From an optimization exercise on the open Yosys and OpenROAD flow, aimed at small area; shortcuts taken in it are not production practice.
The RTL was checked by simulation tests, not by an equivalence proof against the original design.
Power is estimated from default activity; no workload was simulated.

**flow/run.sh**
```bash
#!/bin/bash
# synth_recipe.tcl (not shown) runs the flow's synth.tcl, then flattens the netlist and writes it again
# the make line also repeats each setting of config.mk as NAME=value (left out here)
make -C /OpenROAD-flow-scripts/flow DESIGN_CONFIG=/design/flow/config.mk WORK_HOME=/design/flow/orfs CLKGATE_MAP_FILE= SYNTH_SCRIPT=/design/flow/synth_recipe.tcl finish
```
**flow/config.mk**
```make
export PLATFORM = sky130hd
export DESIGN_NAME = decode_stage
export DESIGN_NICKNAME = decode_stage
export VERILOG_FILES = /design/flow/design.v
export SDC_FILE = /design/flow/constraint.sdc
export NUM_CORES = 4
export LEC_CHECK = 0
export CAP_MARGIN = 20
export CORE_MARGIN = 2
export CORE_UTILIZATION = 40
export SLEW_MARGIN = 20
```
**flow/constraint.sdc**
```tcl
create_clock -name core_clock -period 4.0 [get_ports {clk}]
set_input_delay 0.8000 -clock core_clock [delete_from_list [all_inputs] [get_ports {clk}]]
set_output_delay 0.8000 -clock core_clock [all_outputs]
set_load 0.01 [all_outputs]
```
**flow/design.v**
```verilog
package decode_pkg;
  localparam logic [3:0] ALU_ADD  = 4'd0;
  localparam logic [3:0] ALU_SUB  = 4'd1;
  localparam logic [3:0] ALU_SLL  = 4'd2;
  localparam logic [3:0] ALU_SLT  = 4'd3;
  localparam logic [3:0] ALU_SLTU = 4'd4;
  localparam logic [3:0] ALU_XOR  = 4'd5;
  localparam logic [3:0] ALU_SRL  = 4'd6;
  localparam logic [3:0] ALU_SRA  = 4'd7;
  localparam logic [3:0] ALU_OR   = 4'd8;
  localparam logic [3:0] ALU_AND  = 4'd9;
  localparam logic [3:0] ALU_NOP  = 4'd15;
  localparam logic [6:0] OPC_RTYPE = 7'b0110011;
  localparam logic [6:0] F7_BASE   = 7'h00;
  localparam logic [6:0] F7_ALT    = 7'h20;
  typedef struct packed {
    logic [3:0] alu_op;
    logic [4:0] rd;
    logic [4:0] rs1;
    logic [4:0] rs2;
    logic       illegal;
  } dec_t;
  function automatic dec_t decode(
    input logic [31:0] ins
  );
    dec_t       d;
    logic [6:0] f7;
    logic [2:0] f3;
    logic       base;
    logic       alt;
    logic       ok;
    f7   = ins[31:25];
    f3   = ins[14:12];
    base = (f7 == F7_BASE);
    alt  = (f7 == F7_ALT);
    ok   = 1'b0;
    d.alu_op = ALU_NOP;
    d.rs1    = ins[19:15];
    d.rs2    = ins[24:20];
    if (ins[6:0] == OPC_RTYPE) begin
      unique case (f3)
        3'd0: begin
          if (base) begin
            d.alu_op = ALU_ADD; ok = 1'b1;
          end else if (alt) begin
            d.alu_op = ALU_SUB; ok = 1'b1;
          end
        end
        3'd1: if (base) begin
          d.alu_op = ALU_SLL; ok = 1'b1;
        end
        3'd2: if (base) begin
          d.alu_op = ALU_SLT; ok = 1'b1;
        end
        3'd3: if (base) begin
          d.alu_op = ALU_SLTU; ok = 1'b1;
        end
        3'd4: if (base) begin
          d.alu_op = ALU_XOR; ok = 1'b1;
        end
        3'd5: begin
          if (base) begin
            d.alu_op = ALU_SRL; ok = 1'b1;
          end else if (alt) begin
            d.alu_op = ALU_SRA; ok = 1'b1;
          end
        end
        3'd6: if (base) begin
          d.alu_op = ALU_OR; ok = 1'b1;
        end
        3'd7: if (base) begin
          d.alu_op = ALU_AND; ok = 1'b1;
        end
      endcase
    end
    if (!ok) d.alu_op = ALU_NOP;
    d.illegal = !ok;
    d.rd      = ok ? ins[11:7] : 5'd0;
    decode = d;
  endfunction
endpackage
module regfile_2r1w #(
  parameter int XLEN  = 32,
  parameter int NREGS = 32
) (
  input  logic            clk,
  input  logic            reset,
  input  logic            we_i,
  input  logic [4:0]      waddr_i,
  input  logic [XLEN-1:0] wdata_i,
  input  logic [4:0]      raddr1_i,
  input  logic [4:0]      raddr2_i,
  output logic [XLEN-1:0] rdata1_o,
  output logic [XLEN-1:0] rdata2_o
);
  logic [XLEN-1:0] mem_q [NREGS];
  always_ff @(posedge clk) begin
    if (reset) begin
      for (int i = 0; i < NREGS; i++) begin
        mem_q[i] <= '0;
      end
    end else if (we_i && waddr_i != 5'd0) begin
      mem_q[waddr_i] <= wdata_i;
    end
  end
  assign rdata1_o = (raddr1_i == 5'd0) ? '0
                                       : mem_q[raddr1_i];
  assign rdata2_o = (raddr2_i == 5'd0) ? '0
                                       : mem_q[raddr2_i];
endmodule
module decode_stage #(
  parameter int XLEN  = 32,
  parameter int NREGS = 32,
  parameter int CNT_W = 8
) (
  input  logic             clk,
  input  logic             reset,
  input  logic             in_valid,
  input  logic [XLEN-1:0]  instruction_code,
  output logic             in_ready,
  input  logic             wb_en,
  input  logic [4:0]       wb_rd,
  input  logic [XLEN-1:0]  wb_data,
  output logic             ex_valid,
  input  logic             ex_ready,
  output logic [3:0]       ex_alu_op,
  output logic [4:0]       ex_rd,
  output logic [XLEN-1:0]  ex_rs1_data,
  output logic [XLEN-1:0]  ex_rs2_data,
  output logic             ex_illegal,
  output logic [CNT_W-1:0] illegal_count
);
  localparam decode_pkg::dec_t DEC_RST = {
    decode_pkg::ALU_NOP, 5'd0, 5'd0, 5'd0, 1'b0
  };
  decode_pkg::dec_t            dec;
  decode_pkg::dec_t            bun_q, bun_d;
  logic            valid_q, valid_d;
  logic [XLEN-1:0] a_q, a_d, b_q, b_d;
  logic [XLEN-1:0] rf_a, rf_b, fwd_a, fwd_b;
  logic [CNT_W-1:0] cnt_q, cnt_d;
  logic            wb_hit, accept;
  assign dec    = decode_pkg::decode(instruction_code[31:0]);
  assign wb_hit = wb_en && (wb_rd != 5'd0);
  regfile_2r1w #(
    .XLEN (XLEN),
    .NREGS(NREGS)
  ) u_rf (
    .clk     (clk),
    .reset   (reset),
    .we_i    (wb_en),
    .waddr_i (wb_rd),
    .wdata_i (wb_data),
    .raddr1_i(dec.rs1),
    .raddr2_i(dec.rs2),
    .rdata1_o(rf_a),
    .rdata2_o(rf_b)
  );
  assign fwd_a = (wb_hit && wb_rd == dec.rs1) ? wb_data
                                              : rf_a;
  assign fwd_b = (wb_hit && wb_rd == dec.rs2) ? wb_data
                                              : rf_b;
  assign in_ready = !valid_q || ex_ready;
  assign accept   = in_valid && in_ready;
  always_comb begin
    valid_d = valid_q;
    bun_d   = bun_q;
    a_d     = a_q;
    b_d     = b_q;
    cnt_d   = cnt_q;
    if (accept) begin
      valid_d = 1'b1;
      bun_d   = dec;
      a_d     = fwd_a;
      b_d     = fwd_b;
      if (dec.illegal && cnt_q != '1) begin
        cnt_d = cnt_q + CNT_W'(1);
      end
    end else if (valid_q && ex_ready) begin
      valid_d = 1'b0;
    end else if (valid_q) begin
      if (wb_hit && wb_rd == bun_q.rs1) a_d = wb_data;
      if (wb_hit && wb_rd == bun_q.rs2) b_d = wb_data;
    end
  end
  always_ff @(posedge clk) begin
    if (reset) begin
      valid_q <= 1'b0;
      bun_q   <= DEC_RST;
      a_q     <= '0;
      b_q     <= '0;
      cnt_q   <= '0;
    end else begin
      valid_q <= valid_d;
      bun_q   <= bun_d;
      a_q     <= a_d;
      b_q     <= b_d;
      cnt_q   <= cnt_d;
    end
  end
  assign ex_valid      = valid_q;
  assign ex_alu_op     = bun_q.alu_op;
  assign ex_rd         = bun_q.rd;
  assign ex_rs1_data   = a_q;
  assign ex_rs2_data   = b_q;
  assign ex_illegal    = bun_q.illegal;
  assign illegal_count = cnt_q;
endmodule
```
==> run notes <==
sequential cells by signal (all words and copies together), names as in the netlist:
signal and count:
b_q 32, bun_q 20, valid_q 1, cnt_q 8
a_q 32, u_rf.mem_q 1024
worst reg2reg max path, stage by stage (launching register included):
cell and delay [ns]:
dfxtp_1 0.36, nand3b_1 0.11, or4_1 0.54, or4_1 0.49, nand2_1 0.17, nor2_4 0.20, buf_4 0.31, a221o_1 0.35
stage by stage:
stage | setup WS, ns | setup TNS (ns) | total power [µW] | utilization | instances
floorplan | -0.622 | -203.44 | 15900 | - | 4301
global placement | 0.233 | 0 | 17700 | 0.443 | 6245
detailed placement | 0.223 | 0 | 17700 | 0.443 | 6246
CTS | 1.03 | 0 | 28900 | 0.470 | 6470
global route | 0.918 | 0 | 29500 | 0.470 | 6470
finish | 0.761 | 0 | 28900 | 0.470 | 6477
synthesized netlist by cell type (8+ instances only):
library cell	number	area, µm²
a221oi_1	42	368
edfxtp_1	1024	30700
o22ai_1	66	413
clkbuf_2	8	40.0
nor2_1	135	507
a221o_1	34	340
nor3_1	48	240
and2_1	1000	6260
o221ai_1	23	201
clkbuf_1	267	1000
dfxtp_1	93	1860
mux4_2	326	7340
buf_1	13	48.8
a21oi_1	62	310
xor2_1	19	166
o211ai_1	57	428
buf_6	21	236
nand3_1	10	50.1
buf_4	39	293
a211o_1	14	123
xnor2_1	9	78.8
buf_2	87	435
mux2i_1	391	3910
o21ai_0	51	255
nand2_1	118	443
mux2_2	42	473
a211oi_1	45	338
nor2b_1	32	200
a22oi_1	98	736
logic make-up (layout without fill, tap and decap cells):
| group | count (synthesis) | after routing | share of synthesized area |
|---|---|---|---|
| fa+ha+maj | 1 | 1 | 0.000213 |
| simple gates | 1401 | 1401 | 0.139 |
| compound gates | 521 | 521 | 0.0644 |
| other cells | 1 | 39 | 0.0000640 |
| buf+inv | 442 | 694 | 0.0363 |
| mux | 759 | 759 | 0.200 |
| xor+xnor | 28 | 28 | 0.00418 |
| flops | 1117 | 1117 | 0.556 |
power by group:
group / total, µW / switching (µW) / internal [µW]
registers: 13900 / 451 / 13400
clock network: 11300 / 4850 / 6450
logic: 3690 / 2160 / 1530
total: 28900 / 7470 / 21400
path summary, 6_finish.rpt:
| kind | depth (start not counted) | slack [ns] | to |
|---|---|---|---|
| hold reg to reg | 2 | 0.46 | bun_q[15] |
| setup reg to reg | 7 | 1.40 | b_q[28] |
| hold / removal | 2 | 0.46 | bun_q[15] |
| setup / recovery | 10 | 0.76 | a_q[6] |
area by class of cell:
cell class                 count  area share
antenna                        7    0.000256
clock buffer                 163      0.0485
clock inverter                61     0.00912
inverter                       4    0.000219
multi-input combinational   2742       0.361
sequential                  1117       0.476
tap                         1917      0.0350
timing repair buffer         466      0.0692
per-layer routing:
layer  track usage  wire [µm]
met1         0.394      85600
met2         0.431      96800
met3        0.0653      24500
met4         0.149      12500
met5             0         44
==> results.json <==
{
  "clk_pin_slew_ns": 0.06,
  "cts_max_level": 3,
  "io_buffers": 157,
  "seq_area_frac_synth": 0.556,
  "grt_max_degree": 57,
  "cp_slowest_stage_delay_ns": 0.58,
  "whs_ns": 0.459,
  "syn_inst": 4270,
  "final_cell_mix": "1024 x edfxtp_1, 1000 x and2_1, 391 x mux2i_1",
  "rsz0062_at_grt": "no",
  "drt-pass1-iter-count": 7,
  "worstReg2RegStart": "valid_q",
  "slew_violations": 0,
  "avgSynthCellArea_um2": 13.7,
  "overflow": 0,
  "endpoint_kind": "flip-flop",
  "die_height_um": 387,
  "fin_crit_sh": 0.810,
  "synthFlopType": "edfxtp_1",
  "clock-root-buffer": "clkbuf_16",
  "crit_path_start": "instruction_code[18]",
  "synth_cell_type_count": 62,
  "fin_crit_ns": 3.24,
  "fin_skew_ns": 0.0371,
  "postLayoutCellArea_um2": 68400,
  "grt_pass1_vias": 39900,
  "clock_path_buffers": 3,
  "crit_chain": "clkdlybuf4s50_1, buf_4, and2_1, nand2b_1, buf_4, o22ai_1, buf_4, nor3_1, o211ai_1, a211oi_1",
  "finalHoldViolCount": 0,
  "drt-total-wl_um": 220000,
  "cts_hold_buf": 0,
  "crit_path_start_kind": "primary input",
  "via_per_inst": 6.25,
  "grt_pass1_wl_um": 307000,
  "pin_count": 158,
  "drt_iter0_markers": 6036,
  "core-area_um2": 146000,
  "hp-start": "bun_q[15]",
  "synth_edf_count": 1024,
  "crit_top_cell": "buf_4",
  "dieWidth_um": 387,
  "insertion_delay_ns": 0.77,
  "ys_ff_latch": 1117,
  "fin_nets": 4525,
  "ant_nets": 0,
  "required_ns": 4.65,
  "leakagePower_uw": 0.0244,
  "critPathSlowestCell": "nand2b_1",
  "drt_drc_violations_left": 0,
  "path_buf_inv": 4,
  "layout-drive-gt1-share": 0.212,
  "critPathTopFamily": "simple AND/OR/NAND/NOR gates",
  "row_count": 140,
  "nFillCells": 12600,
  "gp_congestion": 0.935,
  "dieArea_um2": 150000,
  "p_per_area_nw_per_um2": 422,
  "multi_input_area_um2": 24700,
  "worst_pin_slew_ns": 1.16,
  "post_cts_buffers": 0,
  "relSlewSlack": 0.225,
  "crit_arrival_ns": 3.89,
  "hpwlAfterDp_um": 136000,
  "cts_resized": 0,
  "placed_area_um2": 64500,
  "status": "no timing/DRC/antenna violations",
  "peakVddDrop_mv": 0.352,
  "async_flop_share": 0,
  "syn_to_final_growth_pct": 16.7,
  "fmax_ghz": 0.309,
  "cts_buffers": 119,
  "via_count": 40500,
  "path_class": "in2reg",
  "routedWlPerCell_um": 33.9,
  "setup_viol": 0,
  "cts_num_sinks": 1117,
  "synth-warning-count": 2,
  "antenna_found_initial": 16,
  "cts_tree": "done",
  "grt.total_usage": 0.289,
  "hp-class": "reg2reg",
  "cap_violations": 0,
  "cp_max_fo": 9,
  "mostFrequentLayoutCell": "edfxtp_1",
  "initial_utilization": 0.403,
  "synth_area_um2": 58600,
  "regArea_um2": 32600
}

[separate check: timing with driven ports]
In the flow no input, the clock included, has a driving cell. The finished layout below was timed again as built, in two steps.
Step 1 (the two cells are an assumption about what drives the block):
set clk [get_ports {clk}]
set_driving_cell -lib_cell sky130_fd_sc_hd__clkbuf_16 $clk
set_driving_cell -lib_cell sky130_fd_sc_hd__buf_2 [delete_from_list [all_inputs] $clk]
Step 2, shift: input delay + t, output delay - t, t = (earliest + latest rising clock arrival at the registers) / 2. This alone moves slack from input paths to output paths.
Three values: no drivers, after step 1, after step 2; two values: the first two.
shift t [ns]: 0.832
setup WS [ns]: 0.761 / 0.818 / -0.014
worst data-port slew with drivers (ns): 0.20
With both steps, setup timing fails in this run, where it was met with ideal ports. The setup slack of this run moves by +0.057 ns with the drivers and by -0.775 ns with both steps.
